Context: an optimization exercise on an open-source flow, tuned for small area. The choices shown serve that exercise and are no tape-out recipe. Function was checked by simulation only, so behaviour that the tests miss may differ from the original. No activity file was given, so power comes from the tool's default toggle rates.

==> flow/design.v <==
`default_nettype none
package wqe_fetch_pkg;
    localparam int WQE_WIDTH  = 512;
    localparam int WQE_BYTES  = WQE_WIDTH / 8;
    localparam int ADDR_WIDTH = 32;
    localparam int QPID_LSB   = 328;
    localparam int QPID_WIDTH = 4;
    localparam int QPID_MSB   = QPID_LSB + QPID_WIDTH - 1;
    localparam int PAD_WIDTH  = WQE_WIDTH - QPID_MSB - 1;
    typedef logic [ADDR_WIDTH-1:0] addr_t;
    typedef union packed {
        logic [WQE_WIDTH-1:0] raw;
        struct packed {
            logic [PAD_WIDTH-1:0]  pad;
            logic [QPID_WIDTH-1:0] qpn;
            logic [QPID_LSB-1:0]   body;
        } f;
    } wqe_u;
endpackage
`default_nettype wire
`timescale 1ns/100ps
`default_nettype none
import wqe_fetch_pkg::*;
module wqe_fetch_top
#(
    parameter int MAX_QP   = 16,
    parameter int SQ_DEPTH = 4096
)(
    input  logic                  clk,
    input  logic                  rst_n,
    output logic                  o_fetch_ready,
    input  logic                  i_arbit_val,
    input  logic [QPID_WIDTH-1:0] i_qp_idx,
    input  logic [MAX_QP-1:0]     i_active,
    input  logic [MAX_QP-1:0]     i_wqe_cache_alfull,
    input  logic [ADDR_WIDTH-1:0] i_sq_base,
    output logic [ADDR_WIDTH-1:0] o_axi_araddr,
    output logic                  o_axi_arvalid,
    input  logic                  i_axi_arready,
    input  logic [WQE_WIDTH-1:0]  i_axi_rdata,
    input  logic                  i_axi_rvalid,
    output logic                  o_axi_rready,
    output logic                  o_wqe_cache_wr,
    output logic [WQE_WIDTH-1:0]  o_wqe,
    input  logic [MAX_QP-1:0]     i_wqe_cache_full
);
    localparam int PI_WIDTH = $clog2(SQ_DEPTH);
    localparam int WQE_LSB  = $clog2(WQE_BYTES);
    logic                  iss;      
    logic                  rdv;      
    logic                  busy;
    logic                  grant;
    logic                  push;
    logic                  req_ok;
    logic [QPID_WIDTH-1:0] qp_q;
    logic [QPID_LSB-1:0]   body_q;
    logic                  rready_n;     
    logic                  rready_nxt;
    logic [PI_WIDTH-1:0]   pi [MAX_QP];
    logic [MAX_QP-1:0]     pi_ok;
    logic [PI_WIDTH-1:0]   pi_cur;
    assign grant  = o_fetch_ready & i_arbit_val;
    assign push   = o_wqe_cache_wr & ~i_wqe_cache_full[qp_q];
    assign req_ok = (|i_active) & ~(&i_wqe_cache_alfull);
    assign rready_nxt = (o_axi_arvalid & i_axi_arready) | (o_axi_rready & ~i_axi_rvalid);
    assign busy   = iss | o_axi_arvalid | o_axi_rready | rdv | o_wqe_cache_wr;
    always_ff @(posedge clk or negedge rst_n)
    begin
        if (!rst_n)
        begin
            o_fetch_ready  <= 1'b0;
            iss            <= 1'b0;
            o_axi_arvalid  <= 1'b0;
            o_axi_rready   <= 1'b0;
            rdv            <= 1'b0;
            o_wqe_cache_wr <= 1'b0;
        end
        else
        begin
            o_fetch_ready  <= req_ok & ((~busy & ~grant) | push);
            iss            <= grant;
            o_axi_arvalid  <= iss | (o_axi_arvalid & ~i_axi_arready);
            o_axi_rready   <= rready_nxt;
            rdv            <= o_axi_rready & i_axi_rvalid;
            o_wqe_cache_wr <= rdv | (o_wqe_cache_wr & i_wqe_cache_full[qp_q]);
        end
    end
    always_ff @(posedge clk)
    begin
        if (o_fetch_ready)
            qp_q <= i_qp_idx;
    end
    always_ff @(posedge clk)
    begin
        rready_n <= ~rready_nxt;
        body_q   <= ({QPID_LSB{o_axi_rready}} & i_axi_rdata[QPID_LSB-1:0])
                  | ({QPID_LSB{rready_n}}     & body_q);
    end
    assign pi_cur = pi_ok[qp_q] ? pi[qp_q] : '0;
    always_ff @(posedge clk or negedge rst_n)
    begin
        if (!rst_n)
            pi_ok <= '0;
        else if (rdv)
            pi_ok[qp_q] <= 1'b1;
    end
    always_ff @(posedge clk)
    begin
        if (rdv)
            pi[qp_q] <= pi_cur + 1'b1;
    end
    assign o_axi_araddr = i_sq_base + {{(ADDR_WIDTH-QPID_WIDTH-PI_WIDTH-WQE_LSB){1'b0}}, qp_q, pi_cur, {WQE_LSB{1'b0}}};
    assign o_wqe = {{PAD_WIDTH{1'b0}}, qp_q, body_q};
endmodule
`default_nettype wire
export LEC_CHECK = 0
export CAP_MARGIN = 20
export CORE_AREA = 10 10 410 410
export CTS_BUF_LIST = sky130_fd_sc_hd__clkbuf_8 sky130_fd_sc_hd__clkbuf_16
export CTS_CLUSTER_DIAMETER = 60
export CTS_CLUSTER_SIZE = 20
export DIE_AREA = 0 0 420 420
export SLEW_MARGIN = 20
create_clock -name core_clock -period 8.0 [get_ports {clk}]
run.sh (not shown) runs the stock make flow with config.mk's settings and CLKGATE_MAP_FILE= SYNTH_SCRIPT=/design/flow/synth_recipe.tcl, a recipe that flattens the netlist after the stock synthesis.
The starting point ran to the end with no violations.
Then changed:
==> flow/flow/run.sh (new file) <==
#!/bin/bash
# Standard ORFS layout with smaller port buffers and a lighter clock tree.
set -euo pipefail
here=$(cd "$(dirname "$0")" && pwd)
source "$here/knobs.sh"
bash standard.sh > standard.log 2>&1
==> flow/flow/knobs.sh (new file) <==
export BUFFER_PORTS_ARGS="-buffer_cell sky130_fd_sc_hd__buf_1"
==> flow/standard.sh (new file) <==
#!/bin/bash
# synth_recipe.tcl (not shown) runs the flow's synth.tcl, then flattens the netlist and writes it again
# the make line also repeats each setting of config.mk as NAME=value (left out here)
make -C /OpenROAD-flow-scripts/flow DESIGN_CONFIG=/design/flow/config.mk WORK_HOME=/design/flow/orfs CLKGATE_MAP_FILE= SYNTH_SCRIPT=/design/flow/synth_recipe.tcl "${@:-finish}"
Settings changed: CTS_BUF_LIST sky130_fd_sc_hd__clkbuf_8 sky130_fd_sc_hd__clkbuf_16 to not set, CTS_CLUSTER_DIAMETER 60 to not set, CTS_CLUSTER_SIZE 20 to not set.
removed: flow/run.sh
What happened:
- sequential power is lower by about 2%
- clock-buffer cell count is higher by 26
- worst hold slack loses 0.0042 ns
- synthesized area does not change
- cell area is lower by 14%
- worst setup slack gains 0.38 ns
- critical path depth stays the same
Then changed:
==> flow/flow/knobs.sh (replaced) <==
export BUFFER_PORTS_ARGS="-buffer_cell sky130_fd_sc_hd__buf_1"
export CTS_ARGS="-sink_clustering_enable -repair_clock_nets -buf_list {sky130_fd_sc_hd__clkbuf_4 sky130_fd_sc_hd__clkbuf_8} -root_buf sky130_fd_sc_hd__clkbuf_16 -sink_clustering_size 16 -sink_clustering_max_diameter 50 -dont_use_dummy_load"
Outcome: Combinational power stays flat. Sequential share of layout area is higher by 1.9 points. Setup slack improves by 0.0043 ns.

==> re-timing with driven ports <==
In the flow no input, the clock included, has a driving cell. The finished layouts below were timed again as built, in two steps. Step 1, drivers: a clkbuf_16 drives clk and a buf_2 each remaining input, both assumed. Step 2 times the ports against the registers' clock, not the clock port: input delays grow and output delays shrink by t, the midpoint of the rising clock arrivals with the driver on. Slacks: ideal ports / drivers / drivers and shift; pairs: ideal ports / drivers.
| run | shift t [ns] | setup WS [ns] | worst setup path at the end |
|---|---|---|---|
| the first run | 0.720 | 0.699 / 0.636 / 1.355 | register to output |
| the second run | 0.704 | 1.075 / 1.012 / 1.715 | register to output |
| the third run | 0.671 | 1.079 / 1.016 / 1.688 | register to output |
After both steps setup and hold are still met in every run listed.
